Background: an optimization exercise with open tools, aiming at small area. Do not read the settings as production practice. The RTL was checked by simulation tests, not by an equivalence proof against the original design. The clock port is modelled as an ideal driver; clocking choices that lean on that would not hold on a real chip. Power is estimated from default activity; no workload was simulated.

### run.sh
#!/bin/bash
# synth_recipe.tcl (not shown) runs the flow's synth.tcl, then flattens the netlist and writes it again
# the make line also repeats each setting of config.mk as NAME=value (left out here)
make -C /OpenROAD-flow-scripts/flow DESIGN_CONFIG=/design/flow/config.mk WORK_HOME=/design/flow/orfs CLKGATE_MAP_FILE= SYNTH_SCRIPT=/design/flow/synth_recipe.tcl finish
### config.mk
export PLATFORM = sky130hd
export DESIGN_NAME = session_stat_counters
export DESIGN_NICKNAME = session_stat_counters
export VERILOG_FILES = /design/flow/design.v
export SDC_FILE = /design/flow/constraint.sdc
export NUM_CORES = 4
export LEC_CHECK = 0
export CAP_MARGIN = 20
export CORE_MARGIN = 2
export CORE_UTILIZATION = 40
export SLEW_MARGIN = 20
### constraint.sdc
create_clock -name core_clock -period 7.0 [get_ports {clk_i}]
set_input_delay 1.4000 -clock core_clock [delete_from_list [all_inputs] [get_ports {clk_i}]]
set_output_delay 1.4000 -clock core_clock [all_outputs]
set_load 0.01 [all_outputs]
### design.v
`timescale 1ns / 1ps
package ssc_pkg;
  localparam int MaxSessions = 1024;
  localparam int NumTotals   = 10;
  localparam int ModeW       = 4;
  localparam int AmountW     = 64;
  localparam int ActiveW     = 11;
  localparam int GaugeW      = $clog2(MaxSessions + 1);
  localparam int AddrW       = $clog2(NumTotals);
  typedef enum logic [ModeW-1:0] {
    MODE_CREATED   = 4'd0,
    MODE_CLOSED    = 4'd1,
    MODE_BYTES_C2B = 4'd2,
    MODE_BYTES_B2C = 4'd3,
    MODE_DGRAM_C2B = 4'd4,
    MODE_DGRAM_B2C = 4'd5,
    MODE_REJECTED  = 4'd6,
    MODE_DROPPED   = 4'd7,
    MODE_ERROR     = 4'd8,
    MODE_TIMEOUT   = 4'd9
  } ssc_mode_e;
  typedef struct packed {
    logic               en;
    logic [AddrW-1:0]   addr;
    logic [AmountW-1:0] data;
  } ssc_wr_t;
endpackage
`timescale 1ns / 1ps
module session_stat_counters (
  input  logic                             clk_i,
  input  logic                             rst_ni,
  input  logic                             start,
  output logic                             busy,
  input  logic [ssc_pkg::ModeW-1:0]        mode_i,
  input  logic [ssc_pkg::AmountW-1:0]      amount_i,
  output logic                             valid_o,
  output logic                             accepted_o,
  output logic [ssc_pkg::AmountW-1:0]      total_value_o,
  output logic [ssc_pkg::ActiveW-1:0]      active_sessions_o,
  output logic                             saturated_o,
  input  logic                             cfg_valid_i,
  output logic                             cfg_ready_o,
  input  logic                             cfg_data_i
);
  localparam int N = ssc_pkg::NumTotals;
  localparam int W = ssc_pkg::AmountW;
  logic                          udp_q;
  logic                          s1_valid_q;
  logic [ssc_pkg::ModeW-1:0]     s1_mode_q;
  logic [W-1:0]                  s1_amount_q;
  logic [W-1:0]                  mem [N];
  logic [N-1:0]                  vld_q;
  logic [N-1:0]                  sel;
  logic [W-1:0]                  cur_total;
  logic [W-1:0]                  sum;
  logic                          carry;
  logic                          hits_top;
  logic                          ok;
  logic                          amount_is_one;
  logic [W-1:0]                  result;
  logic [ssc_pkg::GaugeW-1:0]    gauge_q;
  logic                          sat_q;
  logic                          valid_q;
  logic                          accepted_q;
  logic [W-1:0]                  total_q;
  assign busy        = 1'b0;
  assign cfg_ready_o = 1'b1;
  always_ff @(posedge clk_i or negedge rst_ni) begin
    if (!rst_ni) begin
      udp_q <= 1'b0;
    end else if (cfg_valid_i) begin
      udp_q <= cfg_data_i;
    end
  end
  always_ff @(posedge clk_i or negedge rst_ni) begin
    if (!rst_ni) begin
      s1_valid_q <= 1'b0;
    end else begin
      s1_valid_q <= start;
    end
  end
  always_ff @(posedge clk_i) begin
    s1_mode_q   <= mode_i;
    s1_amount_q <= amount_i;
  end
  always_comb begin
    for (int k = 0; k < 8; k++) begin
      sel[k] = !s1_mode_q[3] && (s1_mode_q[2:0] == 3'(k)) && vld_q[k];
    end
    sel[8] = s1_mode_q[3] && !s1_mode_q[0] && vld_q[8];
    sel[9] = s1_mode_q[3] &&  s1_mode_q[0] && vld_q[9];
  end
  always_comb begin
    cur_total = '0;
    for (int k = 0; k < N; k++) begin
      cur_total = cur_total | (mem[k] & {W{sel[k]}});
    end
  end
  assign amount_is_one = (s1_amount_q == W'(1));
  always_comb begin
    case (s1_mode_q)
      4'd0:             ok = amount_is_one && !gauge_q[10];
      4'd1:             ok = amount_is_one && (gauge_q != '0);
      4'd4, 4'd5, 4'd7: ok = udp_q;
      4'd2, 4'd3, 4'd6, 4'd8, 4'd9: ok = 1'b1;
      default:          ok = 1'b0;
    endcase
  end
  assign {carry, sum} = {1'b0, cur_total} + {1'b0, s1_amount_q};
  assign hits_top     = carry || (&sum);
  assign result       = (sum | {W{hits_top}}) & {W{ok}};
  logic wr_en;
  assign wr_en = s1_valid_q && ok;
  always_ff @(posedge clk_i or negedge rst_ni) begin
    if (!rst_ni) begin
      vld_q <= '0;
    end else if (wr_en) begin
      vld_q[s1_mode_q] <= 1'b1;
    end
  end
  always_ff @(posedge clk_i) begin
    if (wr_en) begin
      mem[s1_mode_q] <= result;
    end
  end
  always_ff @(posedge clk_i or negedge rst_ni) begin
    if (!rst_ni) begin
      gauge_q <= '0;
      sat_q   <= 1'b0;
      valid_q <= 1'b0;
    end else begin
      valid_q <= s1_valid_q;
      if (wr_en) begin
        if (s1_mode_q == 4'd0) begin
          gauge_q <= gauge_q + 1'b1;
        end else if (s1_mode_q == 4'd1) begin
          gauge_q <= gauge_q - 1'b1;
        end
        if (hits_top) begin
          sat_q <= 1'b1;
        end
      end
    end
  end
  always_ff @(posedge clk_i) begin
    accepted_q <= ok;
    total_q    <= result;
  end
  assign valid_o           = valid_q;
  assign accepted_o        = accepted_q;
  assign total_value_o     = total_q;
  assign active_sessions_o = gauge_q[ssc_pkg::ActiveW-1:0];
  assign saturated_o       = sat_q;
endmodule
==> results of run 1 <==
cell usage in the layout, fill, tap and decap left out, types with 69 or more instances in the layout:
| cell | count |
|---|---|
| a221oi_1 | 69 |
| clkbuf_16 | 86 |
| nand2_1 | 86 |
| dfxtp_1 | 133 |
| nand3_1 | 80 |
| buf_4 | 117 |
| edfxtp_1 | 640 |
| nor2_1 | 107 |
| ha_1 | 87 |
| clkdlybuf4s50_1 | 150 |
| a21oi_1 | 119 |
| a222oi_1 | 128 |
power groups by stage:
stage          logic [mW]  clock network, mW  registers, mW
6_report             2.37               4.31           5.59
5_1_grt              2.56               4.55           5.60
4_1_cts              2.35               4.36           5.59
3_5_place_dp         2.34                  0           5.68
3_3_place_gp         2.33                  0           5.69
2_1_floorplan        1.27                  0           5.68
timing repair:
item	in CTS	in global routing
gates resized for setup	0	1
setup buffers	0	0
endpoints found under the setup margin	0	4
hold endpoints to repair	0	0
worst reg2reg max path: stages (launching register included):
cell and delay [ns]:
dfxtp_1 0.47, inv_1 0.12, ha_1 0.32, ha_1 0.22
and3b_2 0.52, buf_4 0.40, a222oi_1 0.40, nand3_1 0.31
ha_1 0.50, and4_1 0.33, and2b_1 0.24, o211ai_4 0.15
a2111oi_4 0.65, nor2_2 0.10, o41ai_4 0.34, a21o_2 0.20
a21oi_2 0.08, buf_12 0.18, a21oi_1 0.82
cell type report:
| class | instances | share of cell area, % |
|---|---|---|
| inverters | 31 | 0.3059 |
| clock inverters | 37 | 0.8222 |
| clock buffers | 112 | 6.177 |
| repair buffers | 288 | 7.361 |
| well taps | 1050 | 3.453 |
| multi-input cells | 1192 | 22.72 |
| flip-flops and latches | 798 | 59.16 |
metal layers:
layer | up-vias | global-route usage, %
met5 | - | 0
met4 | 0 | 6.832
met3 | 120 | 3.272
met2 | 986 | 38.51
met1 | 10800 | 34.19
li1 | 9233 | -
final timing paths:
kind / end / slack (ns) / from
setup / recovery: mem[1][56]$_DFFE_PP_ / 0.28 / s1_mode_q[0]$_DFF_P_
hold reg to reg: vld_q[6]$_DFFE_PN0P_ / 0.46 / vld_q[6]$_DFFE_PN0P_
hold / removal: vld_q[6]$_DFFE_PN0P_ / 0.46 / vld_q[6]$_DFFE_PN0P_
setup reg to reg: mem[1][56]$_DFFE_PP_ / 0.28 / s1_mode_q[0]$_DFF_P_
min in group asynchronous: gauge_q[3]$_DFFE_PN0P_ / 1.17 / rst_ni
max in group asynchronous: vld_q[6]$_DFFE_PN0P_ / 5.53 / rst_ni
cells by family after synthesis:
logic type,count (synthesis),share of synthesized area [%]
AOI/OAI and AO/OA,592,14.51
xor gates and xnor gates,60,1.660
adders and majority gates,89,3.565
buffers and inverters,151,1.889
DFF,798,71.10
muxes,4,0.1344
other,2,0.02373
and+or+nand+nor,445,7.111
stage by stage:
step	setup WS, ns	instances	hold slack, ns	setup TNS [ns]	area, um2
after floorplan	-0.4310	2141	0.3666	-55.15	31650
after global routing	0.02041	3508	0.4792	0	38040
after detailed placement	0.2980	3359	0.4359	0	35370
final	0.2762	3508	0.4555	0	38040
after global placement	0.1759	3359	0.4339	0	35370
after CTS	0.2338	3508	0.4573	0	38040
registers in the layout (all words and copies together) (netlist names):
name / flops
s1_amount_q: 64
vld_q: 10
s1_mode_q: 4
mem: 640
total_q: 64
accepted_q: 1
valid_q: 1
udp_q: 1
s1_valid_q: 1
sat_q: 1
gauge_q: 11
==> summary.txt, run 1 <==
Pwr
  – Tot Pwr: 12.26 mW
  – Power per cell area: between 300 and 400 nW/um2
  – VDD IR max: approximately 0.18 mV
  – Switching part of the total: 27.60%
  – Pint: approximately 8.9 mW
  – P_sw: ~3.4 mW
  – Clock share of power: a little over a third
  – Reg power frac: 45.5%
  – Gate power share: about a fifth
  – Static leakage: roughly 13 nW

Floorplanning
  – Die width: ~290 um
  – DIE HEIGHT: about 290 um
  – Starting Density: between 40% and 50%
  – I/O Pins: 153
  – Cell row count: about 100
  – Core Footprint: 78610 um2
  – Die ar.: slightly above 80000 um2

Global routing
  – Global Route Usage Sum: around a quarter
  – GRT overflow: 0
  – Initial antenna violation count: 0
  – Vias in the first global route: 20890
  – First-pass GRT wire length: about 140000 um
  – Largest net degree at the start of global routing: between 60 and 70

Drt
  – DRT iter0 DRCs: 2600
  – Metal3 WL: 7388 um
  – WL per Instance: 28.20 um
  – Post-DRT Antenna Nets: 0
  – Met1 WL: around 43000 um
  – DR vias: 21130
  – Remaining DRCs: 0
  – DR WL met2: 46270 um
  – 1st-pass router iterations: 9
  – Highest routing layer actually used: met4
  – Post-Route WL: ~99000 um
  – Via/cell ratio: about 6.0

Setup path
  – Worst path depth: 18
  – Critical Path Source Type: register
  – Worst Path Required: 7.27 ns
  – Setup crit end kind: register
  – Slowest CP cell: a21oi_1
  – Critical Path Fanout Max: 26
  – CP top delay family: compound AO/OA/AOI/OAI gates
  – Worst-path cell chain: inv_1 > ha_1 > ha_1 > and3b_2 > buf_4 > a222oi_1 > nand3_1 > ha_1 > and4_1 > and2b_1 > o211ai_4 > a2111oi_4 > nor2_2 > o41ai_4 > a21o_2 > a21oi_2 > buf_12 > a21oi_1
  – Reg2Reg Depth: 18
  – Crit path largest cell delay: roughly 0.82 ns
  – Worst EP arrival: between 6 and 7 ns
  – Most used cell, CP: ha_1
  – Number of buffers and inverters on the critical path: 3
  – Setup CP Type: reg -> reg

Cells and area
  – Util after Layout: around half
  – P&R area growth vs syn: 20.18%
  – Antenna diode count: 0
  – Net count, final: about 2600
  – Multi-input gate area: 8643 um2
  – Reg area: about 23000 um2
  – FILL cells: about 6700
  – Layout cells sized above 1: a little over an eighth

Logic synthesis
  – Synth Cell Area: roughly 32000 um2
  – Ys async rst share: between 3 and 4%
  – Syn Area/Cell: roughly 15 um2
  – Seq/Total Area, Yosys: a little under three quarters
  – Most used DFF post-synth: edfxtp_1
  – Area leader, netlist: edfxtp_1
  – Yosys top cell area share: between 60% and 70%
  – Post-synthesis instance total: between 2000 and 2500
  – Top cells by count, synth: edfxtp_1 (640), dfxtp_1 (133), a222oi_1 (128), a21oi_1 (124), nor2_1 (108)
  – Synth top area cells: edfxtp_1 (61%), dfxtp_1 (8.4%), a222oi_1 (4.0%), ha_1 (3.4%), dfrtp_1 (2.0%)
  – Flops & latches, synth: about 800
  – Count leader, synth: edfxtp_1
  – Synthesis warning total: 1
  – Post-synth EDFFs: 640
  – Syn nets: approximately 2300
  – Count of cell types in the netlist: between 80 and 90

STA
  – Slew headroom: 26.25%
  – Least-Margin Pin Slew: about 1.1 ns
  – Setup violators final: 0
  – Clock Skews: roughly 0.024 ns
  – Unrepaired setup endpoints after global routing: no
  – Final Slew Violations: 0
  – Min cycle time layout: between 6 and 7 ns
  – Achievable clock frequency: roughly 0.15 GHz
  – Hold Vio Cnt, Final: 0
  – Final cycle utilization of the critical path: around 96%

Placed design
  – PortBufs: 150
  – Hpwl dp: 65520 um
  – Final Wtd Congestion: around 0.96

Run
  – Max Cap Violations: 0

Clock tree
  – CTS Buffer Depth: 3
  – Root Buffer: clkbuf_16
  – H-Tree Depth: 3
  – Clock Latency Late Sink: around 0.63 ns
  – Num CTS Buffers: 81
  – Clk pin slew, worst setup/hold paths: about 0.06 ns
  – Num Clock Sinks: between 700 and 800
  – CTS tree: done
  – Cts hold-fix bufs: 0

Worst hold path
  – Worst Hold Class: reg -> reg
  – WHS Path Cells: 1

Run status
  – Run status: timing/DRC/antenna clean
==> run 2: changes to the inputs <==
--- a/design.v
+++ b/design.v
@@ -50,3 +50,3 @@
   logic [W-1:0]                  s1_amount_q;
-  logic [W-1:0]                  mem [N];
+  logic [N-1:0][W-1:0]           mem;
   logic [N-1:0]                  vld_q;
@@ -108,4 +108,28 @@
   end
-  assign {carry, sum} = {1'b0, cur_total} + {1'b0, s1_amount_q};
-  assign hits_top     = carry || (&sum);
+  logic [W-1:0] pg_p, pg_g;
+  logic [W-1:0] cg, cp;    
+  always_comb begin
+    logic [W-1:0] gg, pp;
+    pg_p = cur_total ^ s1_amount_q;
+    pg_g = cur_total & s1_amount_q;
+    gg = pg_g;
+    pp = pg_p;
+    for (int l = 1; l < W; l = l * 2) begin
+      for (int i = 2 * l - 1; i < W; i = i + 2 * l) begin
+        gg[i] = gg[i] | (pp[i] & gg[i - l]);
+        pp[i] = pp[i] & pp[i - l];
+      end
+    end
+    for (int l = W / 4; l >= 1; l = l / 2) begin
+      for (int i = 3 * l - 1; i < W; i = i + 2 * l) begin
+        gg[i] = gg[i] | (pp[i] & gg[i - l]);
+        pp[i] = pp[i] & pp[i - l];
+      end
+    end
+    cg = gg;
+    cp = pp;
+  end
+  assign sum      = pg_p ^ {cg[W-2:0], 1'b0};
+  assign carry    = cg[W-1];
+  assign hits_top = cg[W-1] | cp[W-1];
   assign result       = (sum | {W{hits_top}}) & {W{ok}};
@@ -120,5 +144,11 @@
   end
+  logic [N-1:0] we;
+  always_comb begin
+    for (int k = 0; k < N; k++) begin
+      we[k] = wr_en && (s1_mode_q == 4'(k));
+    end
+  end
   always_ff @(posedge clk_i) begin
-    if (wr_en) begin
-      mem[s1_mode_q] <= result;
+    for (int k = 0; k < N; k++) begin
+      mem[k] <= (result & {W{we[k]}}) | (mem[k] & {W{!we[k]}});
     end
==> flow/run.sh (new file) <==
#!/bin/bash
# Standard layout with a lighter clock tree: small clock buffers and no dummy loads.
set -euo pipefail
CTS="-sink_clustering_enable -repair_clock_nets -dont_use_dummy_load -buf_list sky130_fd_sc_hd__clkbuf_4 -root_buf sky130_fd_sc_hd__clkbuf_8"
bash standard.sh "CTS_ARGS=$CTS" finish > flow_make.log 2>&1
==> standard.sh (new file) <==
#!/bin/bash
# synth_recipe.tcl (not shown) runs the flow's synth.tcl, then flattens the netlist and writes it again
# the make line also repeats each setting of config.mk as NAME=value (left out here)
make -C /OpenROAD-flow-scripts/flow DESIGN_CONFIG=/design/flow/config.mk WORK_HOME=/design/flow/orfs CLKGATE_MAP_FILE= SYNTH_SCRIPT=/design/flow/synth_recipe.tcl "${@:-finish}"
--- a/config.mk
+++ b/config.mk
@@ -9,3 +9,3 @@
 export CORE_MARGIN = 2
-export CORE_UTILIZATION = 40
+export CORE_UTILIZATION = 60
 export SLEW_MARGIN = 20
removed: run.sh
==> run 2 against run 1 <==
Compared with the run above: final cell count is 19% lower; utilization is 20 points higher; final area is 9.9% lower; critical path depth is 1 lower; setup slack better by 0.079 ns; sequential power hardly changed; critical path type unchanged; largest cell class unchanged.
==> summary.txt, run 2 <==
STA
  – Setup violators final: 0
  – Unrepaired setup endpoints after global routing: no
  – Setup TNS: 0 ns
  – Final cycle utilization of the critical path: between 90% and 100%
  – Least-Margin Pin Slew: 1.076 ns
  – Worst setup margin: between 0.3 and 0.4 ns
  – Min cycle time layout: roughly 6.6 ns
  – Slew headroom: 27.91%
  – Final Slew Violations: 0
  – Hold Vio Cnt, Final: 0
  – Achievable clock frequency: 0.1505 GHz
  – WHS: 0.4540 ns
  – Clock Skews: 0.08885 ns

Logic synthesis
  – Synthesis warning total: 1
  – Seq/Total Area, Yosys: around three quarters
  – Synth Cell Area: 30250 um2
  – Count leader, synth: edfxtp_1
  – Post-synth EDFFs: 640
  – Yosys top cell area share: 63.53%
  – Syn Area/Cell: ~16 um2
  – Flops & latches, synth: approximately 800
  – Syn nets: 2037
  – Synth top area cells: edfxtp_1 (64%), dfxtp_1 (8.8%), a222oi_1 (3.7%), ha_1 (3.3%), fa_1 (2.2%)
  – Top cells by count, synth: edfxtp_1 (640), dfxtp_1 (133), a222oi_1 (112), nand2_1 (93), ha_1 (79)
  – Ys async rst share: under 10%
  – Post-synthesis instance total: approximately 1900
  – Area leader, netlist: edfxtp_1
  – Most used DFF post-synth: edfxtp_1
  – Count of cell types in the netlist: just over 70

Global routing
  – First-pass GRT wire length: between 100000 and 150000 um
  – Largest net degree at the start of global routing: 65
  – Vias in the first global route: around 19000
  – Global Route Usage Sum: a little under a third
  – GRT overflow: 0
  – Initial antenna violation count: 1

Setup path
  – Critical Path Fanout Max: 26
  – Worst EP arrival: 7.11 ns
  – Setup CP Type: reg -> reg
  – Critical Path Source Type: register
  – Worst Path Required: between 7 and 8 ns
  – Setup crit end kind: register

Floorplanning
  – Die ar.: roughly 52000 um2
  – DIE HEIGHT: around 230 um
  – Die width: 228.5 um
  – Core Footprint: 49970 um2
  – I/O Pins: between 150 and 200
  – Cell row count: just over 80
  – Starting Density: about 61%

Clock tree
  – H-Tree Depth: 4
  – Num CTS Buffers: approximately 190
  – Num Clock Sinks: about 800
  – Root Buffer: clkbuf_8
  – CTS Buffer Depth: 3
  – Clk pin slew, worst setup/hold paths: approximately 0.06 ns
  – CTS tree: done
  – Clock Latency Late Sink: roughly 0.82 ns
  – Setup bufs post-CTS: 0
  – Cts hold-fix bufs: 0
  – Post-CTS Resized: 0

Pwr
  – Static leakage: 12.19 nW
  – Power per cell area: around 290 nW/um2
  – VDD IR max: between 0.15 and 0.2 mV

Placed design
  – Post-Place Cells: between 2000 and 3000
  – Placement Setup Slack: around 0.5 ns
  – Final Wtd Congestion: around 0.85
  – Hpwl dp: approximately 48000 um
  – PortBufs: 150

Cells and area
  – Net count, final: 2345
  – Non-Filler Instances: 2838
  – FILL cells: between 3000 and 4000
  – Layout cells sized above 1: about 14%
  – Leading cell type in the layout, fill and taps excluded: edfxtp_1
  – P&R area growth vs syn: 13.35%
  – Commonest cells after routing, fill and taps aside: edfxtp_1 (640), clkbuf_4 (190), clkdlybuf4s50_1 (150)

Drt
  – DR vias: roughly 19000
  – DRT iter0 DRCs: approximately 2100
  – Post-DRT Antenna Nets: 0
  – Via/cell ratio: 6.584
  – 1st-pass router iterations: 6
  – Remaining DRCs: 0
  – WL per Instance: 28.50 um
  – Post-Route WL: between 80000 and 90000 um

Run status
  – Run status: timing/DRC/antenna clean

Worst hold path
  – Worst Hold Class: reg -> reg

Run
  – Max Cap Violations: 0
## run 2: cell count changes after synthesis, moves of 16 or more
cell,change
a21oi_1,-87
nor2_1,-72
a22oi_1,+47
clkbuf_1,-41
a31oi_1,+40
fa_1,+31
nand4_1,-24
a221oi_1,-21
a22o_1,-17
a222oi_1,-16
nor3_1,-16
## run 2: routing by layer
metal  share of wire, %  GRT usage, %  up-vias
met5                  0             0        -
met4                2.7         12.75        0
met3                 10         8.283      155
met2                 47         49.49     1074
met1                 40         42.28     9348
li1                   -             -     8109
## run 2: where the power goes
part           internal, mW  switching (mW)  total (mW)
combinational         0.650           0.935        1.58
sequential             5.44           0.127        5.57
clock                  1.24            1.52        2.76
## run 2: cell families (layout without fill, tap and decap cells)
family                     Yosys count  count (layout)  share of synthesized area (%)
DFF                                798             798                          74.40
AOI/OAI and AO/OA                  447             447                          11.80
and+or+nand+nor                    309             309                          5.071
buffers and inverters              140             446                          1.956
adders and majority gates          112             112                          5.451
xor gates and xnor gates            42              42                          1.216
other                                2              10                        0.02483
muxes                                2               2                        0.07445
## run 2: layout make-up
class	count	area, um2	area share [%]
Sequential cell	798	22510	65.64
Multi-Input combinational cell	914	7257	21.16
Timing Repair Buffer	209	2052	5.984
Clock buffer	191	1440	4.200
Tap cell	672	840.8	2.452
Inverter	46	172.7	0.5036
Antenna cell	8	20.02	0.05838
## run 2: critical path, cell delays in order (launching register included)
cell and delay (ns):
dfxtp_1 0.68, nor2b_1 0.18, and3_2 0.57, buf_4 0.35, a222oi_1 0.50, nand3_1 0.17
ha_1 0.40, nand4_1 0.17, nor3_1 0.38, nand2_1 0.26, a21oi_2 0.44, nor2_1 0.19
o21ai_0 0.41, inv_1 0.17, o21a_1 0.23, fa_1 0.40, xor2_1 0.15, a31oi_1 0.68
## run 2: metrics by stage
stage / area [um2] / util (%) / power (mW)
3_5_place_dp: 32820 / 65.69 / 7.224
5_1_grt: 34290 / 68.63 / 10.38
3_3_place_gp: 32780 / 65.60 / 7.189
2_1_floorplan: 30250 / - / 6.576
4_1_cts: 34260 / 68.57 / 9.973
6_report: 34290 / 68.63 / 9.911
## run 2: worst paths after layout
| check | start | endpoint | slack, ns | cells after the start |
|---|---|---|---|---|
| worst max-delay path | s1_mode_q[3]$_DFF_P_ | register | 0.36 | 17 |
| worst min-delay path | vld_q[6]$_DFFE_PN0P_ | vld_q[6]$_DFFE_PN0P_ | 0.45 | 1 |
| worst max register to register | s1_mode_q[3]$_DFF_P_ | register | 0.36 | 17 |
| worst min register to register | vld_q[6]$_DFFE_PN0P_ | vld_q[6]$_DFFE_PN0P_ | 0.45 | 1 |
| max in group asynchronous | rst_ni | vld_q[4]$_DFFE_PN0P_ | 5.70 | 2 |
| min in group asynchronous | rst_ni | vld_q[5]$_DFFE_PN0P_ | 1.00 | 2 |
==> run 3: changes to the inputs <==
==> flow/run.sh (replaced) <==
#!/bin/bash
# Standard layout with a lighter clock tree (clkbuf_8 clusters, no dummy loads)
# and minimum-size port buffers. Each step's full log stays under orfs/logs/;
# make's own output goes to flow_make.log.
set -euo pipefail
CTS="-sink_clustering_enable -repair_clock_nets -dont_use_dummy_load -buf_list sky130_fd_sc_hd__clkbuf_8 -root_buf sky130_fd_sc_hd__clkbuf_8 -sink_clustering_size 16 -sink_clustering_max_diameter 60"
bash standard.sh "CTS_ARGS=$CTS" "BUFFER_PORTS_ARGS=-buffer_cell sky130_fd_sc_hd__buf_1" finish > flow_make.log 2>&1
==> run 3 against run 2 <==
Compared with the run above: routed wire length down 1.8%; worst hold slack improved by 0.0060 ns; first-iteration DRC count is 9.9% higher; die area is the same; clock skew is 0.00052 ns lower; still clean; fmax grew 1.5%.
==> summary.txt, run 3 <==
Global routing
  – First-pass GRT wire length: 117600 um
  – GRT overflow: 0
  – Largest net degree at the start of global routing: 65
  – Initial antenna violation count: 1
  – Vias in the first global route: 17890
  – Global Route Usage Sum: a little under a third

Pwr
  – Power per cell area: between 200 and 300 nW/um2
  – Static leakage: 11.30 nW
  – VDD IR max: between 0.2 and 0.25 mV

Logic synthesis
  – Synth Cell Area: between 30000 and 40000 um2
  – Post-synth EDFFs: 640
  – Seq/Total Area, Yosys: between 70% and 80%
  – Mux share of post-synthesis cell area: less than 1%
  – Area leader, netlist: edfxtp_1
  – Yosys top cell area share: between 60% and 70%
  – Count of cell types in the netlist: 71
  – Compound-Gate Fraction of Synth Area: between 10% and 20%
  – Simple logic cell fraction of the synthesized area: 5.071%
  – Largest family of logic cells by synthesized area: compound AO/OA/AOI/OAI gates
  – Count leader, synth: edfxtp_1
  – Top cells by count, synth: edfxtp_1 (640), dfxtp_1 (133), a222oi_1 (112), nand2_1 (93), ha_1 (79)
  – Syn Area/Cell: between 15 and 20 um2
  – Flops & latches, synth: 798
  – Synth top area cells: edfxtp_1 (64%), dfxtp_1 (8.8%), a222oi_1 (3.7%), ha_1 (3.3%), fa_1 (2.2%)
  – Synthesis warning total: 1
  – Post-Synth Adder-Cell Area: under 10%
  – Post-synthesis instance total: around 1900
  – Ys async rst share: under 10%
  – Syn nets: around 2000
  – Most used DFF post-synth: edfxtp_1
  – Xor/xnor cell area share of the yosys netlist: 1.216%

Placed design
  – Cell Area, Placed: between 30000 and 40000 um2
  – Final Wtd Congestion: just under 0.9
  – PortBufs: 150
  – Hpwl dp: about 47000 um

Clock tree
  – CTS tree: done
  – Post-CTS Resized: 0
  – Root Buffer: clkbuf_8
  – Num Clock Sinks: around 800
  – H-Tree Depth: 2
  – CTS Buffer Depth: 3
  – Setup bufs post-CTS: 0
  – Cts hold-fix bufs: 0
  – Clk pin slew, worst setup/hold paths: 0.10 ns
  – Clock Latency Late Sink: between 0.7 and 0.8 ns
  – Num CTS Buffers: ~60

Cells and area
  – Antenna diode count: 0
  – P&R area growth vs syn: 8.095%
  – Commonest cells after routing, fill and taps aside: edfxtp_1 (640), buf_1 (150), dfxtp_1 (133)
  – Layout cells sized above 1: 7.646%
  – Non-Filler Cell Area, Final: about 33000 um2
  – FILL cells: roughly 3600
  – Net count, final: around 2200
  – Leading cell type in the layout, fill and taps excluded: edfxtp_1

Worst hold path
  – Hold Path End: vld_q[7]$_DFFE_PN0P_
  – Worst Hold Class: reg -> reg
  – WHS Path Cells: 1
  – Hold Startpoint: vld_q[7]$_DFFE_PN0P_

Drt
  – 1st-pass router iterations: 7
  – Via/cell ratio: approximately 6.6
  – Post-Route WL: between 70000 and 80000 um
  – Remaining DRCs: 0
  – DRT iter0 DRCs: ~2400
  – Post-DRT Antenna Nets: 0
  – DR vias: around 18000
  – WL per Instance: 29.58 um

Setup path
  – Critical Path Fanout Max: 33
  – Critical Path Source Type: register
  – Worst EP arrival: between 6 and 7 ns
  – Worst Path Required: 7.34 ns
  – Worst r2r src: s1_mode_q[0]$_DFF_P_
  – Reg2Reg Setup Slack: around 0.45 ns
  – Setup crit end kind: register
  – Reg2Reg Depth: 19
  – Setup CP Type: reg -> reg

STA
  – Hold Vio Cnt, Final: 0
  – Min cycle time layout: about 6.5 ns
  – Final Slew Violations: 0
  – Setup TNS: 0 ns
  – Unrepaired setup endpoints after global routing: no
  – Final cycle utilization of the critical path: between 90 and 100%
  – Setup violators final: 0
  – Clock Skews: a little under 0.09 ns
  – Achievable clock frequency: around 0.15 GHz
  – Slew headroom: 23.74%
  – Least-Margin Pin Slew: 1.144 ns

Floorplanning
  – Cell row count: 82
  – Die width: about 230 um
  – Core Footprint: around 50000 um2
  – Die ar.: approximately 52000 um2
  – Starting Density: about three fifths
  – I/O Pins: about 150
  – DIE HEIGHT: approximately 230 um

Run status
  – Run status: timing/DRC/antenna clean

Run
  – Max Cap Violations: 0
run 3: changes by cell type in the layout (fill, tap and decap cells not counted), sizes merged:
cell	previous run	this run
buf	59	196
clkbuf	191	60
diode	8	0
clkdlybuf4s50	150	0
run 3: cell type report:
cell class / instances / area (um2) / share of cell area [%]
flip-flops and latches: 798 / 22510 / 68.83
multi-input cells: 914 / 7251 / 22.17
repair buffers: 197 / 1116 / 3.413
well taps: 672 / 840.8 / 2.571
clock buffers: 59 / 812.0 / 2.483
inverters: 46 / 172.7 / 0.5280
run 3: worst max-delay path by stage:
stage                         startpoint       end  slack (ns)  cells after the start
floorplan           s1_mode_q[0]$_DFF_P_  register        1.97                     23
global placement    s1_mode_q[0]$_DFF_P_  register        0.66                     19
detailed placement  s1_mode_q[2]$_DFF_P_  register        0.55                     18
CTS                 s1_mode_q[2]$_DFF_P_  register        0.51                     18
global route        s1_mode_q[0]$_DFF_P_  register        0.07                     19
finish              s1_mode_q[0]$_DFF_P_  register        0.45                     19
run 3: critical path, stage by stage (launching register included):
cell,delay (ns)
dfxtp_1,0.47
ha_1,0.26
nor2b_1,0.24
and3_2,0.99
a22o_1,0.24
a221oi_1,0.05
nand3_1,0.12
ha_1,0.15
inv_1,0.05
fa_1,0.40
nand3b_1,0.19
a21oi_1,0.26
o31ai_2,0.17
a21oi_2,0.40
nor2_1,0.18
o21ai_0,0.37
inv_1,0.16
o21a_1,0.23
fa_1,0.46
a31oi_1,0.77
run 3: cells by family (layout without fill, tap and decap cells):
kind of cell | count (synthesis) | in the layout
AOI/OAI and AO/OA | 447 | 447
and+or+nand+nor | 309 | 309
adders and majority gates | 112 | 112
other | 2 | 2
xor gates and xnor gates | 42 | 42
DFF | 798 | 798
muxes | 2 | 2
buffers and inverters | 140 | 302
run 3: per-stage QoR:
step                total power, mW  setup WS [ns]  hold WS (ns)  std cells  util (%)
CTS                           9.131         0.5058        0.4639       2685     65.43
global route                  9.486        0.07206        0.4827       2686     65.44
global placement              7.055         0.6623        0.4322       2626     63.80
floorplan                     6.576          1.970        0.4198       1852         -
detailed placement            7.081         0.5528        0.4352       2626     63.80
finish                        9.109         0.4540        0.4601       2686     65.44
run 3: where the power goes:
group | internal, mW | total, mW | leakage [nW] | switching (mW)
registers | 5.43 | 5.56 | 7.31 | 0.126
clock network | 0.750 | 2.12 | 0.424 | 1.37
logic | 0.506 | 1.44 | 3.57 | 0.931
run 3: routing by layer:
layer / vias up / global-route usage, % / share of wire (%)
met2: 776 / 50.04 / 48
met4: 0 / 7.394 / 2.4
met5: - / 0 / 0
met1: 9166 / 43.95 / 41
met3: 111 / 4.978 / 8.2
li1: 7753 / - / -
==> run 4: changes to the inputs <==
--- a/design.v
+++ b/design.v
@@ -27,2 +27,14 @@
 endpackage
+`timescale 1ns / 1ps
+module ssc_total_ram (
+  input  logic                        clk_i,
+  input  logic                        we_i,     
+  input  logic                        hold_i,   
+  input  logic [ssc_pkg::AmountW-1:0] d_i,
+  output logic [ssc_pkg::AmountW-1:0] q_o
+);
+  always_ff @(posedge clk_i) begin
+    q_o <= (d_i & {ssc_pkg::AmountW{we_i}}) | (q_o & {ssc_pkg::AmountW{hold_i}});
+  end
+endmodule
 `timescale 1ns / 1ps
@@ -150,6 +162,10 @@
   end
-  always_ff @(posedge clk_i) begin
-    for (int k = 0; k < N; k++) begin
-      mem[k] <= (result & {W{we[k]}}) | (mem[k] & {W{!we[k]}});
-    end
+  for (genvar k = 0; k < N; k++) begin : g_total
+    ssc_total_ram u_total (
+      .clk_i  (clk_i),
+      .we_i   (we[k]),
+      .hold_i (!we[k]),
+      .d_i    (result),
+      .q_o    (mem[k])
+    );
   end
==> flow/run.sh (replaced) <==
#!/bin/bash
# Standard layout (standard synthesis) with a lighter clock tree: clkbuf_8
# clusters without dummy loads, slow leaves upsized after CTS (post_cts.tcl),
# and minimum-size port buffers. Each step's full log stays under orfs/logs/;
# make's own output goes to flow_make.log.
set -euo pipefail
HERE=$(pwd)
CTS="-sink_clustering_enable -repair_clock_nets -dont_use_dummy_load -buf_list sky130_fd_sc_hd__clkbuf_8 -root_buf sky130_fd_sc_hd__clkbuf_8 -sink_clustering_size 16 -sink_clustering_max_diameter 60"
bash standard.sh "CTS_ARGS=$CTS" "POST_CTS_TCL=$HERE/flow/post_cts.tcl" \
  "BUFFER_PORTS_ARGS=-buffer_cell sky130_fd_sc_hd__buf_1" finish > flow_make.log 2>&1
==> flow/post_cts.tcl (new file) <==
# Post-CTS hook: upsize the clock buffers whose sinks see a slow clock edge,
# then legalize again.
set clk_slew_lim 0.100
set clk_sizes {sky130_fd_sc_hd__clkbuf_4 sky130_fd_sc_hd__clkbuf_8 sky130_fd_sc_hd__clkbuf_16}
estimate_parasitics -placement
for {set it 0} {$it < 3} {incr it} {
  set changed 0
  foreach inst [get_cells -hierarchical clkbuf*] {
    set m [get_property $inst ref_name]
    set i [lsearch $clk_sizes $m]
    if {$i < 0 || $i >= [expr [llength $clk_sizes] - 1]} { continue }
    set opin [get_pins -of_objects $inst -filter "direction == output"]
    set worst 0
    foreach p [get_pins -of_objects [get_nets -of_objects $opin] -filter "direction == input"] {
      set s [get_property $p slew_max]
      if {$s > $worst} { set worst $s }
    }
    if {$worst > $clk_slew_lim} {
      replace_cell $inst [lindex $clk_sizes [expr $i + 1]]
      incr changed
    }
  }
  estimate_parasitics -placement
  puts "post_cts: pass $it upsized $changed clock buffers"
  if {$changed == 0} { break }
}
detailed_placement
check_placement -verbose
estimate_parasitics -placement
--- a/config.mk
+++ b/config.mk
@@ -11 +11,3 @@
 export SLEW_MARGIN = 20
+export SYNTH_HIERARCHICAL = 1
+export SYNTH_MINIMUM_KEEP_SIZE = 0
==> run 4 against run 3 <==
Compared with the run above: via count is 36% higher; setup slack got worse by 0.18 ns; final area fell by 1.1%.
==> summary.txt, run 4 <==
Clock tree
  – Clock Latency Late Sink: between 0.6 and 0.7 ns
  – Clk pin slew, worst setup/hold paths: ~0.1 ns
  – Num Clock Sinks: approximately 800
  – CTS tree: done

Logic synthesis
  – Synthesis warning total: 8
  – Top cells by count, synth: dfxtp_1 (773), a22o_1 (658), buf_6 (146), a222oi_1 (123), ha_1 (79)
  – Most used DFF post-synth: dfxtp_1
  – Seq/Total Area, Yosys: between 50 and 60%
  – Flops & latches, synth: 798
  – Post-synthesis instance total: 2616
  – Count of cell types in the netlist: between 70 and 80
  – Post-synth EDFFs: 0
  – Syn nets: 2801
  – Count leader, synth: dfxtp_1
  – Area leader, netlist: dfxtp_1
  – Ys async rst share: between 3 and 4%
  – Yosys top cell area share: just under 50%
  – Syn Area/Cell: roughly 12 um2
  – Synth top area cells: dfxtp_1 (50%), a22o_1 (18%), buf_6 (5.3%), a222oi_1 (3.9%), ha_1 (3.2%)
  – Synth Cell Area: approximately 31000 um2

Run status
  – Run status: timing/DRC/antenna clean

Placed design
  – Post-Place Cells: 3273
  – Placement Setup Slack: 0.5015 ns
  – PortBufs: 150
  – Hpwl dp: ~58000 um
  – Final Wtd Congestion: between 0.8 and 0.9
  – Cell Area, Placed: roughly 31000 um2

STA
  – Hold Vio Cnt, Final: 0
  – Setup violators final: 0
  – Achievable clock frequency: around 0.15 GHz
  – Min cycle time layout: between 6 and 7 ns
  – Final Slew Violations: 0
  – Setup TNS: 0 ns
  – Clock Skews: approximately 0.080 ns
  – Final cycle utilization of the critical path: between 90% and 100%
  – WHS: approximately 0.46 ns
  – Slew headroom: a little over a fifth
  – Least-Margin Pin Slew: about 1.2 ns
  – Worst setup margin: around 0.28 ns
  – Unrepaired setup endpoints after global routing: no

Setup path
  – Reg2Reg Depth: 17
  – Critical Path Source Type: register
  – Crit path largest cell delay: roughly 1.0 ns
  – Most used cell, CP: ha_1
  – Setup CP Type: reg -> reg
  – Worst Path Required: between 7 and 8 ns
  – Worst EP arrival: roughly 7.3 ns
  – Critical Path Fanout Max: 34
  – Setup crit end kind: register
  – Worst-path cell chain: ha_1 > and3_2 > buf_4 > a22oi_1 > and3_1 > nand2_1 > ha_1 > nand4_1 > nand2b_1 > nor3_1 > o41ai_4 > a21boi_2 > o21bai_1 > a311o_1 > fa_1 > a31oi_1 > a22o_1
  – Slowest CP cell: and3_2

Cells and area
  – Antenna diode count: 0
  – Layout cells sized above 1: under 10%
  – P&R area growth vs syn: 3.549%
  – Max reg flops: 640
  – Non-Filler Instances: ~3300
  – Largest register by flop count: g_total.u_total.q_o
  – Leading cell type in the layout, fill and taps excluded: dfxtp_1
  – Util after Layout: 62.92%
  – Net count, final: about 2800
  – Non-Filler Cell Area, Final: roughly 32000 um2
  – Top flop regs: g_total.u_total.q_o: 640 flops, s1_amount_q: 64 flops, total_q: 64 flops
  – Commonest cells after routing, fill and taps aside: dfxtp_1 (773), a22o_1 (658), buf_1 (150)

Global routing
  – Global Route Usage Sum: 36.81%
  – GRT overflow: 0
  – Largest net degree at the start of global routing: 65
  – First-pass GRT wire length: about 150000 um
  – Initial antenna violation count: 2
  – Vias in the first global route: between 20000 and 25000

Pwr
  – Power per cell area: between 200 and 300 nW/um2
  – VDD IR max: approximately 0.22 mV
  – Static leakage: 12.91 nW
  – Tot Pwr: about 9 mW

Drt
  – DRT iter0 DRCs: around 3200
  – Remaining DRCs: 0
  – DR vias: 24210
  – Post-Route WL: a little over 100000 um
  – Post-DRT Antenna Nets: 0
  – Via/cell ratio: between 7 and 8
  – 1st-pass router iterations: 7
  – WL per Instance: around 30 um

Floorplanning
  – Core Footprint: between 50000 and 60000 um2
  – Die ar.: between 50000 and 60000 um2
  – Starting Density: approximately three fifths
  – I/O Pins: roughly 150
  – DIE HEIGHT: 232.2 um
  – Die width: between 200 and 250 um
  – Cell row count: 83

Worst hold path
  – Worst Hold Class: reg -> reg
  – WHS Path Cells: 1

Run
  – Max Cap Violations: 0
-- run 4: changes by cell type in the layout (fill, tap and decap cells not counted), sizes merged, moves of 9 or more --
| cell | before | now |
|---|---|---|
| buf | 196 | 211 |
| dfxtp | 133 | 773 |
| a222oi | 112 | 123 |
| and3 | 19 | 28 |
| nand3 | 73 | 60 |
| a221oi | 50 | 39 |
| o21ai | 47 | 29 |
| nand2 | 94 | 56 |
| a31oi | 48 | 70 |
| a22o | 48 | 688 |
| inv | 45 | 71 |
| edfxtp | 640 | 0 |
-- run 4: worst paths after layout --
kind,from,endpoint,slack (ns)
max,s1_mode_q[0]$_DFF_P_,g_total[6].u_total.q_o[54]$_DFF_P_,0.28
min,vld_q[7]$_DFFE_PN0P_,vld_q[7]$_DFFE_PN0P_,0.46
max in group asynchronous,rst_ni,gauge_q[7]$_DFFE_PN0P_,5.88
max reg2reg,s1_mode_q[0]$_DFF_P_,g_total[6].u_total.q_o[54]$_DFF_P_,0.28
min in group asynchronous,rst_ni,gauge_q[8]$_DFFE_PN0P_,0.79
min reg2reg,vld_q[7]$_DFFE_PN0P_,vld_q[7]$_DFFE_PN0P_,0.46
-- run 4: final cells by class --
type                       instances  area [um2]
timing repair buffer             211        1144
inverter                          71       266.5
tap                              680       850.8
clock buffer                      58       933.4
fill                            4127       19060
sequential                       798       16100
multi-input combinational       1513       13050
-- run 4: metal layers --
metal  wire length, um  track usage (%)  vias to the layer above
met3             10620            7.809                      295
met5                13                0                        -
li1                  -                -                    10340
met2             45670            57.82                     1492
met1             41320            49.64                    12080
met4              3927            14.34                        2
-- run 4: logic make-up (layout without fill, tap and decap cells) --
| logic type | Yosys count | in the layout | share of synthesized area [%] |
|---|---|---|---|
| other cells | 2 | 2 | 0.02404 |
| fa+ha+maj | 112 | 112 | 5.280 |
| simple gates | 267 | 267 | 4.470 |
| compound gates | 1088 | 1088 | 30.23 |
| buf+inv | 305 | 340 | 7.202 |
| flops | 798 | 798 | 51.55 |
| xor+xnor | 42 | 42 | 1.178 |
| mux | 2 | 2 | 0.07210 |
-- run 4: Yosys stat by module (local to each module, per instance) --
module,copies in the design,flops+latches,cell area (um2),cells
session_stat_counters,1,158,11200,1196
ssc_total_ram,10,64,2003,142
-- run 4: power breakdown --
group | switching [mW] | total [mW] | internal, mW
clock | 1.45 | 2.34 | 0.897
combinational | 0.733 | 1.27 | 0.540
sequential | 0.297 | 5.30 | 5.01
-- run 4: worst max-delay path, delay by kind of cell (launching register included) --
kind	cells	cell delay, ns
AOI/OAI and AO/OA	7	2.35
adders and majority gates	3	1.21
buffers and inverters	1	0.41
DFF	1	0.45
and+or+nand+nor	6	2.17
==> run 5: changes to the inputs <==
--- a/design.v
+++ b/design.v
@@ -64,3 +64,3 @@
   logic [N-1:0]                  vld_q;
-  logic [N-1:0]                  sel;
+  logic [N-1:0]                  sel_q;    
   logic [W-1:0]                  cur_total;
@@ -77,2 +77,4 @@
   logic [W-1:0]                  total_q;
+  logic                          wr_en;
+  logic [N-1:0]                  we;
   assign busy        = 1'b0;
@@ -97,8 +99,6 @@
   end
-  always_comb begin
-    for (int k = 0; k < 8; k++) begin
-      sel[k] = !s1_mode_q[3] && (s1_mode_q[2:0] == 3'(k)) && vld_q[k];
+  always_ff @(posedge clk_i) begin
+    for (int k = 0; k < N; k++) begin
+      sel_q[k] <= (mode_i == 4'(k)) && (vld_q[k] || we[k]);
     end
-    sel[8] = s1_mode_q[3] && !s1_mode_q[0] && vld_q[8];
-    sel[9] = s1_mode_q[3] &&  s1_mode_q[0] && vld_q[9];
   end
@@ -107,3 +107,3 @@
     for (int k = 0; k < N; k++) begin
-      cur_total = cur_total | (mem[k] & {W{sel[k]}});
+      cur_total = cur_total | (mem[k] & {W{sel_q[k]}});
     end
@@ -147,3 +147,2 @@
   assign result       = (sum | {W{hits_top}}) & {W{ok}};
-  logic wr_en;
   assign wr_en = s1_valid_q && ok;
@@ -156,3 +155,2 @@
   end
-  logic [N-1:0] we;
   always_comb begin
==> flow/run.sh (replaced) <==
#!/bin/bash
# Standard layout with these changes:
#  - synthesis: synth_recipe.tcl with an area-oriented ABC script (flow/synth.tcl,
#    flow/area.abc); registers are untouched;
#  - CTS: clkbuf_8 clusters without dummy loads, slow leaves upsized after CTS
#    (flow/post_cts.tcl);
#  - minimum-size port buffers.
# Each step's full log stays under orfs/logs/; make's own output goes to flow_make.log.
set -euo pipefail
HERE=$(pwd)
export AREA_ABC_SCRIPT=$HERE/flow/area.abc
CTS="-sink_clustering_enable -repair_clock_nets -dont_use_dummy_load -buf_list sky130_fd_sc_hd__clkbuf_8 -root_buf sky130_fd_sc_hd__clkbuf_8 -sink_clustering_size 16 -sink_clustering_max_diameter 60"
bash standard.sh "SYNTH_SCRIPT=$HERE/flow/synth.tcl" "CTS_ARGS=$CTS" "POST_CTS_TCL=$HERE/flow/post_cts.tcl" \
  "BUFFER_PORTS_ARGS=-buffer_cell sky130_fd_sc_hd__buf_1" finish > flow_make.log 2>&1
==> flow/area.abc (new file) <==
strash
dch
amap
topo
stime -c
==> flow/synth.tcl (new file) <==
# synth_recipe.tcl (the standard synthesis) with one change: ABC maps the logic
# with this flow's area-oriented script (flow/area.abc) instead of ORFS's
# speed script. ABC never sees the registers, so they are the standard
# synthesis's, with the same names and cells.
proc synth {args} { yosys synth -nofsm -noshare {*}$args }
proc abc {args} {
  set i [lsearch $args -script]
  if {$i >= 0} { set args [lreplace $args [expr $i + 1] [expr $i + 1] $::env(AREA_ABC_SCRIPT)] }
  yosys abc {*}$args
}
source $::env(SCRIPTS_DIR)/synth.tcl
# left out here: clear keep_hierarchy, flatten, clean up, hide names made inside functions, write 1_2_yosys.v
==> run 5 against run 4 <==
Compared with the run above: still clean on timing, DRC and antenna; utilization grew 3.4 points; die area shrank 8.1%; clock power is essentially flat; sequential power grew 2%; first-iteration DRC count grew 5.1%; register-to-register slack gained 0.33 ns; sequential share of layout area grew 2.1 points; synthesized cell count shrank 8.1%; routed wire length shrank 4.3%; global-route usage grew 1.4 points; fmax grew 5.2%; critical path type unchanged.
==> summary.txt, run 5 <==
Drt
  – Post-DRT Antenna Nets: 0
  – DRT iter0 DRCs: 3317
  – Post-Route WL: between 90000 and 100000 um
  – Remaining DRCs: 0
  – 1st-pass router iterations: 10
  – Via/cell ratio: between 7 and 8
  – WL per Instance: approximately 30 um
  – DR vias: approximately 24000

Clock tree
  – Clock Latency Late Sink: about 0.62 ns
  – CTS tree: done
  – Clk pin slew, worst setup/hold paths: 0.10 ns
  – Num Clock Sinks: approximately 810

Cells and area
  – Antenna diode count: 0
  – P&R area growth vs syn: 9.768%
  – Commonest cells after routing, fill and taps aside: dfxtp_1 (773), a22o_1 (641), a222oi_1 (192)
  – Top flop regs: g_total.u_total.q_o: 640 flops, s1_amount_q: 64 flops, total_q: 64 flops
  – Largest register by flop count: g_total.u_total.q_o
  – Max reg flops: between 600 and 700
  – Net count, final: roughly 2800
  – Non-Filler Cell Area, Final: ~31000 um2
  – Non-Filler Instances: between 3000 and 4000
  – Leading cell type in the layout, fill and taps excluded: dfxtp_1
  – Layout cells sized above 1: approximately 5.8%
  – FILL cells: approximately 3800

STA
  – Unrepaired setup endpoints after global routing: no
  – Final cycle utilization of the critical path: between 90% and 100%
  – Setup TNS: 0 ns
  – Setup violators final: 0
  – Clock Skews: roughly 0.064 ns
  – Min cycle time layout: about 6.4 ns
  – Slew headroom: roughly 18%
  – Final Slew Violations: 0
  – Hold Vio Cnt, Final: 0
  – Least-Margin Pin Slew: around 1.2 ns
  – WHS: between 0.4 and 0.5 ns
  – Achievable clock frequency: around 0.16 GHz

Logic synthesis
  – Yosys top cell area share: between 50% and 60%
  – Post-synthesis instance total: 2404
  – Flops & latches, synth: 808
  – Top cells by count, synth: dfxtp_1 (783), a22o_1 (641), a222oi_1 (192), nor2_1 (125), nand2_1 (108)
  – Post-synth EDFFs: 0
  – Count of cell types in the netlist: 42
  – Count leader, synth: dfxtp_1
  – Ys async rst share: 3.094%
  – Syn nets: 2587
  – Synthesis warning total: 8
  – Most used DFF post-synth: dfxtp_1
  – Seq/Total Area, Yosys: 56.89%
  – Synth Cell Area: 28650 um2
  – Syn Area/Cell: 11.92 um2
  – Synth top area cells: dfxtp_1 (55%), a22o_1 (20%), a222oi_1 (6.7%), ha_1 (3.4%), fa_1 (2.3%)
  – Area leader, netlist: dfxtp_1

Setup path
  – Critical Path Source Type: register
  – Worst r2r src: sel_q[9]$_DFF_P_
  – Setup CP Type: reg -> reg
  – Worst EP arrival: just under 7 ns
  – R2R Path End: g_total[3].u_total.q_o[62]$_DFF_P_
  – Reg2Reg Depth: 21
  – Worst Path Required: ~7.5 ns
  – Critical Path Fanout Max: 14
  – Setup crit end kind: register
  – Reg2Reg Setup Slack: 0.61 ns

Placed design
  – Post-Place Cells: ~3200
  – Final Wtd Congestion: a little under 0.9
  – PortBufs: 150
  – Cell Area, Placed: 30490 um2
  – Hpwl dp: 53340 um

Floorplanning
  – Die width: approximately 220 um
  – Starting Density: approximately three fifths
  – Core Footprint: 47450 um2
  – Die ar.: a little under 50000 um2
  – I/O Pins: about 150
  – DIE HEIGHT: 222.5 um
  – Cell row count: 80

Worst hold path
  – Hold Startpoint: s1_valid_q$_DFF_PN0_
  – WHS Path Cells: 0
  – Worst Hold Class: reg -> reg
  – Hold Path End: valid_q$_DFF_PN0_

Global routing
  – GR Util met2: approximately three fifths
  – First-pass GRT wire length: between 100000 and 150000 um
  – GRT met3 Usage: 8.186%
  – Initial antenna violation count: 1
  – Largest net degree at the start of global routing: 66
  – Met1 usage: a little over half
  – Grt peak-use layer: met2
  – Global Route Usage Sum: 38.21%
  – Vias in the first global route: between 20000 and 25000
  – GRT overflow: 0

Pwr
  – VDD IR max: roughly 0.22 mV
  – Power per cell area: approximately 280 nW/um2
  – Static leakage: 11.98 nW
  – Tot Pwr: between 8 and 9 mW

Run
  – Max Cap Violations: 0

Run status
  – Run status: timing/DRC/antenna clean
-- run 5: layout make-up --
type | instances | area, um2 | share of cell area (%)
inverters | 92 | 345.3 | 1.098
repair buffers | 200 | 950.9 | 3.023
multi-input cells | 1502 | 12160 | 38.67
well taps | 615 | 769.5 | 2.446
clock buffers | 57 | 908.4 | 2.888
flip-flops and latches | 808 | 16320 | 51.88
-- run 5: through the flow --
step / setup WS (ns) / utilization (%)
2_1_floorplan: -0.1126 / -
3_3_place_gp: 0.3876 / 64.26
3_5_place_dp: 0.1705 / 64.26
5_1_grt: 0.1099 / 66.29
6_report: 0.6086 / 66.29
-- run 5: logic make-up after synthesis --
kind of cell / count (synthesis) / share of synthesized area, %
buffers and inverters: 94 / 1.258
adders and majority gates: 110 / 5.668
DFF: 808 / 56.89
xor gates and xnor gates: 1 / 0.03057
AOI/OAI and AO/OA: 1018 / 30.15
other: 2 / 0.02621
and+or+nand+nor: 371 / 5.978
-- run 5: worst max-delay path by stage --
| stage | from | end | slack [ns] | cells after the start |
|---|---|---|---|---|
| global placement | sel_q[7]$_DFF_P_ | g_total[3].u_total.q_o[55]$_DFF_P_ | 0.39 | 22 |
| global route | sel_q[0]$_DFF_P_ | g_total[6].u_total.q_o[62]$_DFF_P_ | 0.11 | 21 |
| floorplan | s1_mode_q[0]$_DFF_P_ | g_total[0].u_total.q_o[61]$_DFF_P_ | -0.11 | 14 |
| finish | sel_q[9]$_DFF_P_ | g_total[3].u_total.q_o[62]$_DFF_P_ | 0.61 | 21 |
| detailed placement | sel_q[7]$_DFF_P_ | g_total[1].u_total.q_o[63]$_DFF_P_ | 0.17 | 23 |
-- run 5: modules after synthesis, one instance, submodules excluded --
| module | times used | cell area [um2] | cells inside |
|---|---|---|---|
| ssc_total_ram | 10 | 1842 | 128 |
| session_stat_counters | 1 | 10240 | 1124 |
-- run 5: routing by layer --
metal  routed length [um]  vias up
met5                   13        -
met4                 3895        2
met3                11190      288
met2                43070     1597
met1                38970    12040
li1                     -    10310
-- run 5: where the power goes --
group	switching [mW]	leakage, nW	internal (mW)
Clock	1.45	0.466	0.873
Sequential	0.306	6.71	5.08
Combinational	0.626	4.80	0.532
Total	2.38	12.0	6.48
-- run 5: worst max-delay path: stages (launching register included) --
cell	delay, ns
dfxtp_2	0.54
buf_4	0.32
a222oi_1	0.10
nand4_1	0.16
clkinv_1	0.09
fa_1	0.42
o21ai_0	0.35
clkinv_1	0.17
o221ai_1	0.37
clkinv_1	0.20
o221ai_1	0.37
clkinv_1	0.30
o221ai_2	0.33
clkinv_1	0.25
o221ai_2	0.34
a21oi_1	0.24
o21a_1	0.26
o31ai_1	0.35
fa_1	0.49
nor2_1	0.11
nor2_1	0.17
a22o_1	0.31
==> run 6: changes to the inputs <==
--- a/config.mk
+++ b/config.mk
@@ -9,3 +9,3 @@
 export CORE_MARGIN = 2
-export CORE_UTILIZATION = 60
+export CORE_UTILIZATION = 70
 export SLEW_MARGIN = 20
==> run 6 against run 5 <==
Compared with the run above: count of clock-buffer cells in the layout stayed put; global-route usage rose by 4.6 points; sequential power about the same; still clean on timing, DRC and antenna; combinational power is essentially flat; fmax is 1.5% lower; synthesized cell count did not move; critical endpoint is now g_total[7].u_total.q_o[9]$_DFF_P_; first-iteration DRC count is 33% higher; via count is 0.34% higher; largest cell class unchanged; setup slack worse by 0.099 ns; flip-flop and latch count unchanged; synthesized area stayed put.
==> summary.txt, run 6 <==
Floorplanning
  – Die width: a little over 200 um
  – Starting Density: 70.50%
  – Core Footprint: ~40000 um2
  – I/O Pins: ~150
  – Die ar.: 42570 um2
  – DIE HEIGHT: around 210 um
  – Cell row count: 74

Drt
  – Remaining DRCs: 0
  – DRT iter0 DRCs: 4403
  – Via/cell ratio: around 7.6
  – Post-Route WL: between 90000 and 100000 um
  – 1st-pass router iterations: 10
  – DR vias: about 24000
  – Post-DRT Antenna Nets: 0
  – WL per Instance: around 29 um

Global routing
  – Global Route Usage Sum: 42.84%
  – GRT overflow: 0
  – Initial antenna violation count: 1
  – GR Util met2: about two thirds
  – Largest net degree at the start of global routing: 66
  – GRT met3 Usage: around 9.6%
  – Grt peak-use layer: met2
  – Met1 usage: 57.21%
  – Vias in the first global route: roughly 24000
  – First-pass GRT wire length: 139100 um

Setup path
  – Setup CP Type: reg -> reg
  – Critical Path Source Type: register
  – Critical Path Fanout Max: 20
  – Worst EP arrival: 7.01 ns
  – Worst Path Required: about 7.5 ns
  – Setup crit end kind: register

Pwr
  – VDD IR max: approximately 0.24 mV
  – Power per cell area: 281.9 nW/um2
  – Static leakage: roughly 12 nW

STA
  – Hold Vio Cnt, Final: 0
  – Final cycle utilization of the critical path: between 90% and 100%
  – Worst setup margin: 0.5094 ns
  – Final Slew Violations: 0
  – Slew headroom: 15.54%
  – Least-Margin Pin Slew: 1.255 ns
  – Clock Skews: 0.06125 ns
  – Min cycle time layout: approximately 6.5 ns
  – Unrepaired setup endpoints after global routing: no
  – Setup violators final: 0
  – Achievable clock frequency: 0.1541 GHz
  – Setup TNS: 0 ns

Placed design
  – Placement Setup Slack: 0.2960 ns
  – Final Wtd Congestion: between 0.9 and 1
  – PortBufs: 150
  – Hpwl dp: 50690 um

Logic synthesis
  – Top cells by count, synth: dfxtp_1 (783), a22o_1 (641), a222oi_1 (192), nor2_1 (125), nand2_1 (108)
  – Most used DFF post-synth: dfxtp_1
  – Area leader, netlist: dfxtp_1
  – Syn nets: ~2600
  – Count of cell types in the netlist: between 40 and 50
  – Seq/Total Area, Yosys: ~57%
  – Post-synth EDFFs: 0
  – Yosys top cell area share: a little over half
  – Syn Area/Cell: around 12 um2
  – Post-synthesis instance total: 2404
  – Synth top area cells: dfxtp_1 (55%), a22o_1 (20%), a222oi_1 (6.7%), ha_1 (3.4%), fa_1 (2.3%)
  – Synth Cell Area: 28650 um2
  – Flops & latches, synth: a little over 800
  – Count leader, synth: dfxtp_1
  – Synthesis warning total: 8
  – Ys async rst share: just over 3%

Clock tree
  – CTS tree: done
  – Num Clock Sinks: 808
  – Clk pin slew, worst setup/hold paths: 0.10 ns
  – Clock Latency Late Sink: 0.61 ns

Cells and area
  – Layout cells sized above 1: approximately 5.7%
  – Commonest cells after routing, fill and taps aside: dfxtp_1 (773), a22o_1 (641), a222oi_1 (192)
  – Net count, final: between 2000 and 3000
  – P&R area growth vs syn: 9.174%
  – Antenna diode count: 0
  – Largest register by flop count: g_total.u_total.q_o
  – Util after Layout: 76.97%
  – Leading cell type in the layout, fill and taps excluded: dfxtp_1
  – Top flop regs: g_total.u_total.q_o: 640 flops, s1_amount_q: 64 flops, total_q: 64 flops
  – Max reg flops: 640

Run status
  – Run status: timing/DRC/antenna clean

Worst hold path
  – Worst Hold Class: reg -> reg

Run
  – Max Cap Violations: 0
-- run 6: cell families after synthesis --
| logic type | count (synthesis) | synth area share, % |
|---|---|---|
| AO/OA/AOI/OAI | 1018 | 30.15 |
| XOR/XNOR | 1 | 0.03057 |
| adder cells (fa/ha/maj) | 110 | 5.668 |
| buffers and inverters | 94 | 1.258 |
| flip-flops | 808 | 56.89 |
| other | 2 | 0.02621 |
| AND/OR/NAND/NOR | 371 | 5.978 |
-- run 6: where the power goes --
part	internal, mW	total [mW]	switching (mW)
clock network	0.849	2.26	1.41
registers	5.08	5.40	0.319
logic	0.533	1.16	0.627
-- run 6: layout make-up --
cell class,count,area [um2]
Sequential cell,808,16310
Multi-Input combinational cell,1502,12170
Fill cell,2729,9363
Timing Repair Buffer,196,908.4
Clock buffer,57,885.9
Tap cell,532,665.6
Inverter,92,345.3
-- run 6: critical path, cell delays in order (launching register included) --
cell and delay (ns):
dfxtp_2 0.73, a222oi_1 0.21, nand4_1 0.14, ha_1 0.15
clkinv_1 0.08, fa_1 0.45, o21ai_0 0.34, clkinv_1 0.14
o221ai_1 0.29, clkinv_1 0.19, o221ai_1 0.40, clkinv_1 0.26
o221ai_1 0.43, clkinv_1 0.26, o221ai_2 0.38, o21a_1 0.24
o32ai_4 0.09, clkinv_1 0.42, buf_4 0.25, nor2_1 0.05
nor2_1 0.66, a22o_1 0.24
-- run 6: path summary, 6_finish.rpt --
path                            slack [ns]  cells after the start                 start                           endpoint
min in group asynchronous             0.77                      2                rst_ni               s1_valid_q$_DFF_PN0_
worst min-delay path                  0.40                      0  s1_valid_q$_DFF_PN0_                  valid_q$_DFF_PN0_
worst max-delay path                  0.51                     21      sel_q[0]$_DFF_P_  g_total[7].u_total.q_o[9]$_DFF_P_
worst min register to register        0.40                      0  s1_valid_q$_DFF_PN0_                  valid_q$_DFF_PN0_
worst max register to register        0.51                     21      sel_q[0]$_DFF_P_  g_total[7].u_total.q_o[9]$_DFF_P_
max in group asynchronous             5.90                      2                rst_ni             gauge_q[5]$_DFFE_PN0P_
-- run 6: per-module statistics from Yosys (local to each module, per instance) --
| module | cells | times used | area (um2) |
|---|---|---|---|
| ssc_total_ram | 128 | 10 | 1842 |
| session_stat_counters | 1124 | 1 | 10240 |
-- run 6: through the flow --
| stage | hold WS (ns) | power (mW) | instance area [um2] | instances |
|---|---|---|---|---|
| floorplan | 0.3535 | 6.225 | 28680 | 2404 |
| finish | 0.3967 | 8.818 | 31280 | 3187 |
| detailed placement | 0.3764 | 6.608 | 30340 | 3130 |
| global placement | 0.3782 | 6.531 | 30340 | 3130 |
| global route | 0.4078 | 9.127 | 31280 | 3187 |
-- run 6: routing by layer --
metal	part of all wire, %	routed length (um)	vias up
met2	44	40940	1928
met5	0	0	-
met4	4.5	4144	0
li1	-	-	10300
met1	37	34530	11720
met3	14	12850	379
==> run 7: changes to the inputs <==
--- a/config.mk
+++ b/config.mk
@@ -9,3 +9,3 @@
 export CORE_MARGIN = 2
-export CORE_UTILIZATION = 70
+export CORE_UTILIZATION = 75
 export SLEW_MARGIN = 20
==> run 7 against run 6 <==
Compared with the run above: setup slack worse by 0.20 ns; non-clock buffer count grew 4; synthesized area is the same; final cell count decreased by 0.56%; routed wire length rose by 0.22%; register-to-register slack got worse by 0.20 ns; final area is 0.20% lower; utilization grew 5.9 points; count of clock-buffer cells in the layout is 1 lower; highest routed layer unchanged; combinational power is essentially flat.
==> summary.txt, run 7 <==
Run status
  – Run status: timing/DRC/antenna clean

Clock tree
  – Clk pin slew, worst setup/hold paths: about 0.1 ns
  – Clock Latency Late Sink: about 0.6 ns
  – CTS tree: done
  – Num Clock Sinks: between 800 and 900

Global routing
  – GRT overflow: 0
  – Global Route Usage Sum: 45.95%
  – Vias in the first global route: 24540
  – First-pass GRT wire length: around 140000 um
  – Initial antenna violation count: 1
  – Largest net degree at the start of global routing: 66

Setup path
  – Setup CP Type: reg -> reg
  – Worst r2r src: sel_q[0]$_DFF_P_
  – Setup crit end kind: register
  – Critical Path Fanout Max: 26
  – Critical Path Source Type: register
  – Worst EP arrival: approximately 7.2 ns
  – Worst Path Required: around 7.5 ns
  – Worst setup startpoint: sel_q[0]$_DFF_P_

STA
  – Final Slew Violations: 0
  – Min cycle time layout: 6.691 ns
  – Final cycle utilization of the critical path: ~96%
  – Least-Margin Pin Slew: around 1.2 ns
  – Worst setup margin: roughly 0.31 ns
  – Slew headroom: around 18%
  – Clock Skews: ~0.034 ns
  – Achievable clock frequency: between 0.1 and 0.15 GHz
  – Hold Vio Cnt, Final: 0
  – Setup violators final: 0
  – Unrepaired setup endpoints after global routing: no

Placed design
  – PortBufs: 150
  – Hpwl dp: 50050 um
  – Cell Area, Placed: 30330 um2
  – Post-Place Cells: slightly above 3000
  – Placement Setup Slack: roughly 0.31 ns
  – Final Wtd Congestion: a little under 0.9

Cells and area
  – Layout cells sized above 1: under 10%
  – Net count, final: roughly 2800
  – Non-Filler Instances: 3169
  – Non-Filler Cell Area, Final: 31220 um2
  – Top flop regs: g_total.u_total.q_o: 640 flops, s1_amount_q: 64 flops, total_q: 64 flops
  – Antenna diode count: 0
  – Largest register by flop count: g_total.u_total.q_o
  – P&R area growth vs syn: 8.960%
  – Max reg flops: between 600 and 700
  – Leading cell type in the layout, fill and taps excluded: dfxtp_1
  – Commonest cells after routing, fill and taps aside: dfxtp_1 (773), a22o_1 (641), a222oi_1 (192)

Logic synthesis
  – Count of cell types in the netlist: 42
  – Seq/Total Area, Yosys: between 50% and 60%
  – Most used DFF post-synth: dfxtp_1
  – Count leader, synth: dfxtp_1
  – Ys async rst share: under 10%
  – Syn Area/Cell: roughly 12 um2
  – Flops & latches, synth: just over 800
  – Syn nets: 2587
  – Synth Cell Area: roughly 29000 um2
  – Yosys top cell area share: 54.70%
  – Top cells by count, synth: dfxtp_1 (783), a22o_1 (641), a222oi_1 (192), nor2_1 (125), nand2_1 (108)
  – Synthesis warning total: 8
  – Post-synth EDFFs: 0
  – Area leader, netlist: dfxtp_1
  – Synth top area cells: dfxtp_1 (55%), a22o_1 (20%), a222oi_1 (6.7%), ha_1 (3.4%), fa_1 (2.3%)
  – Post-synthesis instance total: about 2400

Floorplanning
  – I/O Pins: 153
  – Core Footprint: 37670 um2
  – Starting Density: between 70% and 80%
  – Die width: about 200 um
  – Die ar.: 39790 um2
  – DIE HEIGHT: 199.5 um
  – Cell row count: 71

Drt
  – Post-DRT Antenna Nets: 0
  – Post-Route WL: 92680 um
  – WL per Instance: a little under 30 um
  – DR vias: 24880
  – Remaining DRCs: 0
  – DRT iter0 DRCs: 3732
  – Via/cell ratio: a little under 8
  – 1st-pass router iterations: 13

Worst hold path
  – Worst Hold Class: reg -> reg
  – Hold Startpoint: s1_valid_q$_DFF_PN0_

Pwr
  – VDD IR max: between 0.2 and 0.3 mV
  – Static leakage: 11.94 nW
  – Power per cell area: around 280 nW/um2

Run
  – Max Cap Violations: 0
==> run 7: per-layer routing <==
metal	GRT usage [%]	vias up	part of all wire, %
li1	-	10310	-
met1	59.39	11820	35
met2	69.14	2227	43
met3	13.50	528	16
met4	26.31	0	6.2
met5	0	-	0
==> run 7: cell type report <==
type / instances / area, um2
clock buffer: 56 / 838.3
fill: 2229 / 6444
inverter: 92 / 345.3
multi-input combinational: 1502 / 12130
sequential: 808 / 16320
tap: 511 / 639.4
timing repair buffer: 200 / 950.9
==> run 7: power breakdown <==
part | leakage, nW | total, mW | switching, mW | internal [mW]
logic | 4.79 | 1.16 | 0.627 | 0.534
clock network | 0.433 | 2.20 | 1.40 | 0.801
registers | 6.71 | 5.39 | 0.313 | 5.08
==> run 7: final timing paths <==
path | cells after the start | slack (ns) | endpoint
max | 22 | 0.31 | g_total[4].u_total.q_o[59]$_DFF_P_
min | 0 | 0.40 | valid_q$_DFF_PN0_
max reg2reg | 22 | 0.31 | g_total[4].u_total.q_o[59]$_DFF_P_
min reg2reg | 0 | 0.40 | valid_q$_DFF_PN0_
max in group asynchronous | 2 | 5.96 | vld_q[5]$_DFFE_PN0P_
min in group asynchronous | 2 | 0.78 | valid_q$_DFF_PN0_
==> run 7: modules after synthesis, one instance, submodules excluded <==
module	times used	cells inside	area [um2]	flops+latches
session_stat_counters	1	1124	10240	168
ssc_total_ram	10	128	1842	64
==> run 7: kinds of logic (layout without fill, tap and decap cells) <==
logic type,count (synthesis),in the layout,share of synthesized area [%]
AOI/OAI and AO/OA,1018,1018,30.15
DFF,808,808,56.89
and+or+nand+nor,371,371,5.978
adders and majority gates,110,110,5.668
buffers and inverters,94,348,1.258
other,2,2,0.02621
xor gates and xnor gates,1,1,0.03057
==> run 7: metrics by stage <==
step	TNS [ns]	hold WS (ns)	power, mW	utilization, %
5_1_grt	0	0.4154	9.042	82.89
3_3_place_gp	0	0.3651	6.512	80.52
6_report	0	0.4005	8.755	82.89
3_5_place_dp	0	0.3722	6.600	80.52
2_1_floorplan	-3.846	0.3535	6.225	-
==> run 7: critical path: stages, from the launching register on <==
cell      delay [ns]
dfxtp_2         0.39
buf_4           0.43
a222oi_1        0.21
nand4_1         0.16
clkinv_1        0.09
fa_1            0.40
o21ai_0         0.38
clkinv_1        0.16
o221ai_1        0.33
clkinv_1        0.19
o221ai_1        0.41
clkinv_1        0.27
o221ai_1        0.42
clkinv_1        0.27
o221ai_1        0.50
a21oi_1         0.29
clkinv_1        0.08
a31oi_1         0.11
fa_1            0.43
nor2_1          0.10
a21oi_1         0.05
a21oi_1         0.70
a22o_1          0.24

Setup slack of run 7, layout unchanged: 0.309 ns with ideal ports, 0.309 ns with driving cells assumed (clock clkbuf_16, inputs buf_2), 0.309 ns with port delays also shifted by the 0.641 ns mid clock arrival.
